Background: an optimization exercise with open tools, aiming at small area. Do not read the settings as production practice. In this exercise RTL edits were held to simulation tests only and were not proved equivalent to the original. Power is estimated from default activity; no workload was simulated.

==> inputs of juniper <==
==> flow/design.v <==
package capture_pkg;
  localparam int LANES = 4;
  localparam int SAMPLE_WIDTH = 16;
  typedef logic [SAMPLE_WIDTH-1:0] sample_t;
  typedef logic [LANES-1:0][SAMPLE_WIDTH-1:0] lane_bus_t;
  typedef logic [$clog2(LANES+1)-1:0] lane_count_t;
  typedef logic [LANES-1:0] bank_mask_t;
  typedef logic [$clog2(LANES)-1:0] bank_index_t;
  typedef struct packed {
    logic valid;
    lane_bus_t data;
  } capture_in_t;
  typedef struct packed {
    lane_count_t lane_count;
    bank_mask_t full_mask;
    bank_mask_t init_mask;
  } capture_mode_t;
  typedef struct packed {
    sample_t data;
    logic last;
  } stream_beat_t;
endpackage
`timescale 1ns/1ps
module capture_buffer (
  input logic capture_clk,
  input logic capture_reset,
  input logic [64:0] capture_in,
  input logic [2:0] active_channels,
  input logic start,
  input logic stop,
  input logic sw_reset,
  input logic readout_start,
  output logic full,
  output logic [19:0] write_depth,
  output logic [16:0] readout_out,
  output logic readout_valid,
  input logic readout_ready
);
  logic start_q, stop_q, start_edge, stop_edge;
  logic active;
  logic ge2, is4;           
  logic valid_q;            
  logic [3:0] wmask;
  logic [3:0][3:0] waddr;
  logic [3:0] bfull;
  logic readout_done;
  logic start_rise;
  assign start_rise = start & ~start_q & ~active;
  always_ff @(posedge capture_clk) begin
    if (capture_reset) begin
      start_q <= 1'b0;
      stop_q <= 1'b0;
      start_edge <= 1'b0;
      stop_edge <= 1'b0;
    end else begin
      start_q <= start;
      stop_q <= stop;
      start_edge <= start_rise;
      stop_edge <= stop & ~stop_q;
    end
  end
  always_ff @(posedge capture_clk) begin
    if (start_rise) begin
      ge2 <= ~active_channels[0];
      is4 <= active_channels[2];
    end
  end
  always_ff @(posedge capture_clk) begin
    valid_q <= capture_in[64];
  end
  logic [3:0] full_mask, init_mask;
  assign full_mask = {1'b1, ge2, is4, is4};
  assign init_mask = {is4, is4, ge2, 1'b1};
  logic [3:0] wen, last_write;
  always_comb begin
    for (int b = 0; b < 4; b++) begin
      wen[b] = valid_q & active & wmask[b];
      last_write[b] = wen[b] & (&waddr[b]);
    end
  end
  logic group_full_now;
  assign group_full_now = |(last_write & full_mask);
  logic active_d;
  always_comb begin
    if (capture_reset | sw_reset) active_d = 1'b0;
    else if (active) active_d = ~(stop_edge | group_full_now);
    else active_d = start_edge;
  end
  always_ff @(posedge capture_clk) begin
    active <= active_d;
  end
  logic n1, n2;
  assign n1 = ~ge2;
  assign n2 = ge2 & ~is4;
  logic [3:0] set_mask, mask_d;
  assign set_mask[0] = 1'b0;
  assign set_mask[1] = n1 & last_write[0];
  assign set_mask[2] = (n1 & last_write[1]) | (n2 & last_write[0]);
  assign set_mask[3] = (n1 & last_write[2]) | (n2 & last_write[1]);
  always_comb begin
    if (capture_reset | sw_reset) mask_d = 4'b0;
    else if (start_edge) mask_d = init_mask;
    else mask_d = (wmask | set_mask) & ~last_write;
  end
  always_ff @(posedge capture_clk) begin
    wmask <= mask_d;
  end
  logic clr;
  assign clr = capture_reset | sw_reset | readout_done;
  logic [3:0][3:0] waddr_d;
  logic [3:0] bfull_d;
  always_comb begin
    for (int b = 0; b < 4; b++) begin
      if (clr) begin
        waddr_d[b] = 4'd0;
        bfull_d[b] = 1'b0;
      end else begin
        waddr_d[b] = waddr[b] + {3'd0, wen[b]};
        bfull_d[b] = bfull[b] | last_write[b];
      end
    end
  end
  always_ff @(posedge capture_clk) begin
    waddr <= waddr_d;
    bfull <= bfull_d;
  end
  always_ff @(posedge capture_clk) begin
    for (int b = 0; b < 4; b++) begin
      if (capture_reset) write_depth[5*b +: 5] <= 5'd0;
      else write_depth[5*b +: 5] <= bfull[b] ? 5'd16 : {1'b0, waddr[b]};
    end
  end
  assign full = |(bfull & full_mask);
  logic [3:0][15:0] din;
  logic [15:0] lane0, lane1, lane2, lane3;
  assign lane0 = capture_in[15:0];
  assign lane1 = capture_in[31:16];
  assign lane2 = capture_in[47:32];
  assign lane3 = capture_in[63:48];
  assign din[0] = lane0;
  assign din[1] = ge2 ? lane1 : lane0;
  assign din[2] = is4 ? lane2 : lane0;
  assign din[3] = is4 ? lane3 : (ge2 ? lane1 : lane0);
  logic [3:0] bank_we;
  always_comb begin
    for (int b = 0; b < 4; b++) begin
      bank_we[b] = capture_in[64] & active_d & mask_d[b];
    end
  end
  logic [1023:0] mem;
  for (genvar b = 0; b < 4; b++) begin : g_bank
    for (genvar a = 0; a < 16; a++) begin : g_word
      always_ff @(posedge capture_clk) begin
        if (bank_we[b] && waddr_d[b] == a) begin
          mem[(16*b+a)*16 +: 16] <= din[b];
        end
      end
    end
  end
  logic rs_q;
  logic [6:0] rd_cnt;
  logic flush;
  assign flush = capture_reset | sw_reset;
  logic rd_inc;
  assign rd_inc = rd_cnt[6] ? rd_cnt[5] : readout_ready;
  always_ff @(posedge capture_clk) begin
    if (flush) begin
      rs_q <= 1'b0;
      rd_cnt <= 7'd64;
    end else begin
      rs_q <= readout_start;
      if (readout_start & ~rs_q) rd_cnt <= 7'd123;
      else if (rd_inc) rd_cnt <= rd_cnt + 7'd1;
    end
  end
  assign readout_valid = ~rd_cnt[6];
  assign readout_done = ~rd_cnt[6] & readout_ready & (&rd_cnt[5:0]);
  logic [63:0] rsel;
  logic [15:0] rdata;
  always_comb begin
    for (int w = 0; w < 64; w++) rsel[w] = (rd_cnt[5:0] == w);
    rdata = '0;
    for (int w = 0; w < 64; w++) rdata = rdata | (mem[w*16 +: 16] & {16{rsel[w]}});
  end
  assign readout_out = {rdata, &rd_cnt[5:0]};
endmodule
==> flow/flow/run.sh <==
#!/bin/bash
# standard layout, with plain buffers on the ports instead of ORFS's default
# delay-buffer choice; every tool's log stays under orfs/logs, and the make
# output goes to standard.log
set -euo pipefail
export BUFFER_PORTS_ARGS="-buffer_cell sky130_fd_sc_hd__buf_1"
bash standard.sh > standard.log 2>&1
==> flow/standard.sh <==
#!/bin/bash
# synth_recipe.tcl (not shown) runs the flow's synth.tcl, then flattens the netlist and writes it again
# the make line also repeats each setting of config.mk as NAME=value (left out here)
make -C /OpenROAD-flow-scripts/flow DESIGN_CONFIG=/design/flow/config.mk WORK_HOME=/design/flow/orfs CLKGATE_MAP_FILE= SYNTH_SCRIPT=/design/flow/synth_recipe.tcl "${@:-finish}"
==> flow/config.mk <==
export PLATFORM = sky130hd
export DESIGN_NAME = capture_buffer
export DESIGN_NICKNAME = capture_buffer
export VERILOG_FILES = /design/flow/design.v
export SDC_FILE = /design/flow/constraint.sdc
export NUM_CORES = 4
export LEC_CHECK = 0
export CAP_MARGIN = 10
export CORE_MARGIN = 2
export CORE_UTILIZATION = 76
export CTS_CLUSTER_DIAMETER = 80
export CTS_CLUSTER_SIZE = 30
export SETUP_SLACK_MARGIN = 0.35
export SLEW_MARGIN = 10
==> flow/constraint.sdc <==
create_clock -name core_clock -period 5.0 [get_ports {capture_clk}]
set_input_delay 1.0000 -clock core_clock [delete_from_list [all_inputs] [get_ports {capture_clk}]]
set_output_delay 1.0000 -clock core_clock [all_outputs]
set_load 0.01 [all_outputs]
==> inputs of xenon, as changes to juniper <==
--- a/flow/flow/run.sh
+++ b/flow/flow/run.sh
@@ -4,4 +4,4 @@
 # output goes to standard.log
 set -euo pipefail
-export BUFFER_PORTS_ARGS="-buffer_cell sky130_fd_sc_hd__buf_1"
+export BUFFER_PORTS_ARGS="-buffer_cell sky130_fd_sc_hd__buf_2"
 bash standard.sh > standard.log 2>&1
CORE_UTILIZATION = 50   (was 76)
SETUP_SLACK_MARGIN = 0.15   (was 0.35)
==> inputs of zinc, as changes to juniper <==
--- a/flow/design.v
+++ b/flow/design.v
@@ -176,11 +176,4 @@
   assign readout_valid = ~rd_cnt[6];
   assign readout_done = ~rd_cnt[6] & readout_ready & (&rd_cnt[5:0]);
-  logic [63:0] rsel;
-  logic [15:0] rdata;
-  always_comb begin
-    for (int w = 0; w < 64; w++) rsel[w] = (rd_cnt[5:0] == w);
-    rdata = '0;
-    for (int w = 0; w < 64; w++) rdata = rdata | (mem[w*16 +: 16] & {16{rsel[w]}});
-  end
-  assign readout_out = {rdata, &rd_cnt[5:0]};
+  assign readout_out = {mem[rd_cnt[5:0]*16 +: 16], &rd_cnt[5:0]};
 endmodule
==> flow/run.sh (new file) <==
#!/bin/bash
# synth_recipe.tcl (not shown) runs the flow's synth.tcl, then flattens the netlist and writes it again
# the make line also repeats each setting of config.mk as NAME=value (left out here)
make -C /OpenROAD-flow-scripts/flow DESIGN_CONFIG=/design/flow/config.mk WORK_HOME=/design/flow/orfs CLKGATE_MAP_FILE= SYNTH_SCRIPT=/design/flow/synth_recipe.tcl finish
CAP_MARGIN = 20   (was 10)
CORE_UTILIZATION = 40   (was 76)
CTS_CLUSTER_DIAMETER = not set   (was 80)
CTS_CLUSTER_SIZE = not set   (was 30)
SETUP_SLACK_MARGIN = not set   (was 0.35)
SLEW_MARGIN = 20   (was 10)
removed: flow/flow/run.sh
removed: flow/standard.sh
==> inputs of harbor, as changes to juniper <==
==> flow/run.sh (new file) <==
#!/bin/bash
# synth_recipe.tcl (not shown) runs the flow's synth.tcl, then flattens the netlist and writes it again
# the make line also repeats each setting of config.mk as NAME=value (left out here)
make -C /OpenROAD-flow-scripts/flow DESIGN_CONFIG=/design/flow/config.mk WORK_HOME=/design/flow/orfs CLKGATE_MAP_FILE= SYNTH_SCRIPT=/design/flow/synth_recipe.tcl finish
CORE_UTILIZATION = 50   (was 76)
CTS_CLUSTER_DIAMETER = not set   (was 80)
CTS_CLUSTER_SIZE = not set   (was 30)
SETUP_SLACK_MARGIN = 0.15   (was 0.35)
removed: flow/flow/run.sh
removed: flow/standard.sh
==> qor summary <==
quantity	zinc	harbor	juniper	xenon
Result of the run	complete, no violations	complete, no violations	complete, no violations	complete, no violations
Standard cell with the maximum stage delay on the critical path	sky130_fd_sc_hd__dfxtp_4	sky130_fd_sc_hd__clkdlybuf4s50_1	sky130_fd_sc_hd__nor2_2	sky130_fd_sc_hd__dfxtp_2
Met2 Routed Length	51.6 mm	77.9 mm	64.3 mm	75.6 mm
First-pass GRT wire length	163 mm	238 mm	226 mm	233 mm
Dpl cell area	46,800 um2	45,300 um2	43,700 um2	44,400 um2
Initial antenna violation count	9	6	10	6
Relative slew margins	29.1%	31.9%	18.7%	8.69%
Worst slack at placement	0.474 ns	0.175 ns	0.423 ns	0.658 ns
Peak per-stage delay on the critical path	0.61 ns	0.55 ns	0.63 ns	0.65 ns
Synth Area in Compound Gates	3.78%	10.1%	10.1%	10.1%
Switching power total	4040 uW	4040 uW	3210 uW	3450 uW
Depth of the most critical reg-to-reg path	9	6	9	7
Area growth syn-to-layout	17.1%	20.4%	11.3%	13.3%
Tot Pwr	18,800 uW	18,700 uW	15,000 uW	15,700 uW
Share of final-layout standard cells stronger than drive strength 1	27.4%	21.7%	18.3%	22.3%
Switching Fraction	21.4%	21.6%	21.4%	22.0%
Met3 WL post-DR	10.8 mm	27.8 mm	39.6 mm	29.1 mm

-- static timing again, ports no longer ideal --
In the flow no input, the clock included, has a driving cell. The finished layouts below were timed again as built, in two steps.
Step 1: set_driving_cell puts a clkbuf_16 on capture_clk and a buf_2 on each other input, an assumption about the parent block.
Step 2 moves the port delays by t, midway between the first and last clock arrival at a register: inputs arrive t later, outputs are due t later. That takes back most of the time a late clock gives input paths.
a / b / c = ideal ports / drivers / drivers and shift; a / b = the first two.
| run | t, ns | slack for setup (ns) | hold slack, ns | worst slew at a driven data input, ns |
|---|---|---|---|---|
| juniper | 0.732 | 0.217 / 0.148 / 0.875 | 0.413 / 0.413 / 0.413 | 0.04 |
| xenon | 0.724 | 0.117 / 0.040 / 0.764 | 0.397 / 0.397 / 0.397 | 0.06 |
| zinc | 0.756 | 0.031 / -0.040 / 0.716 | 0.384 / 0.384 / 0.384 | 0.04 |
| harbor | 0.746 | 0.154 / 0.089 / 0.653 | 0.385 / 0.385 / 0.385 | 0.06 |
After both steps every run listed still meets setup and hold.
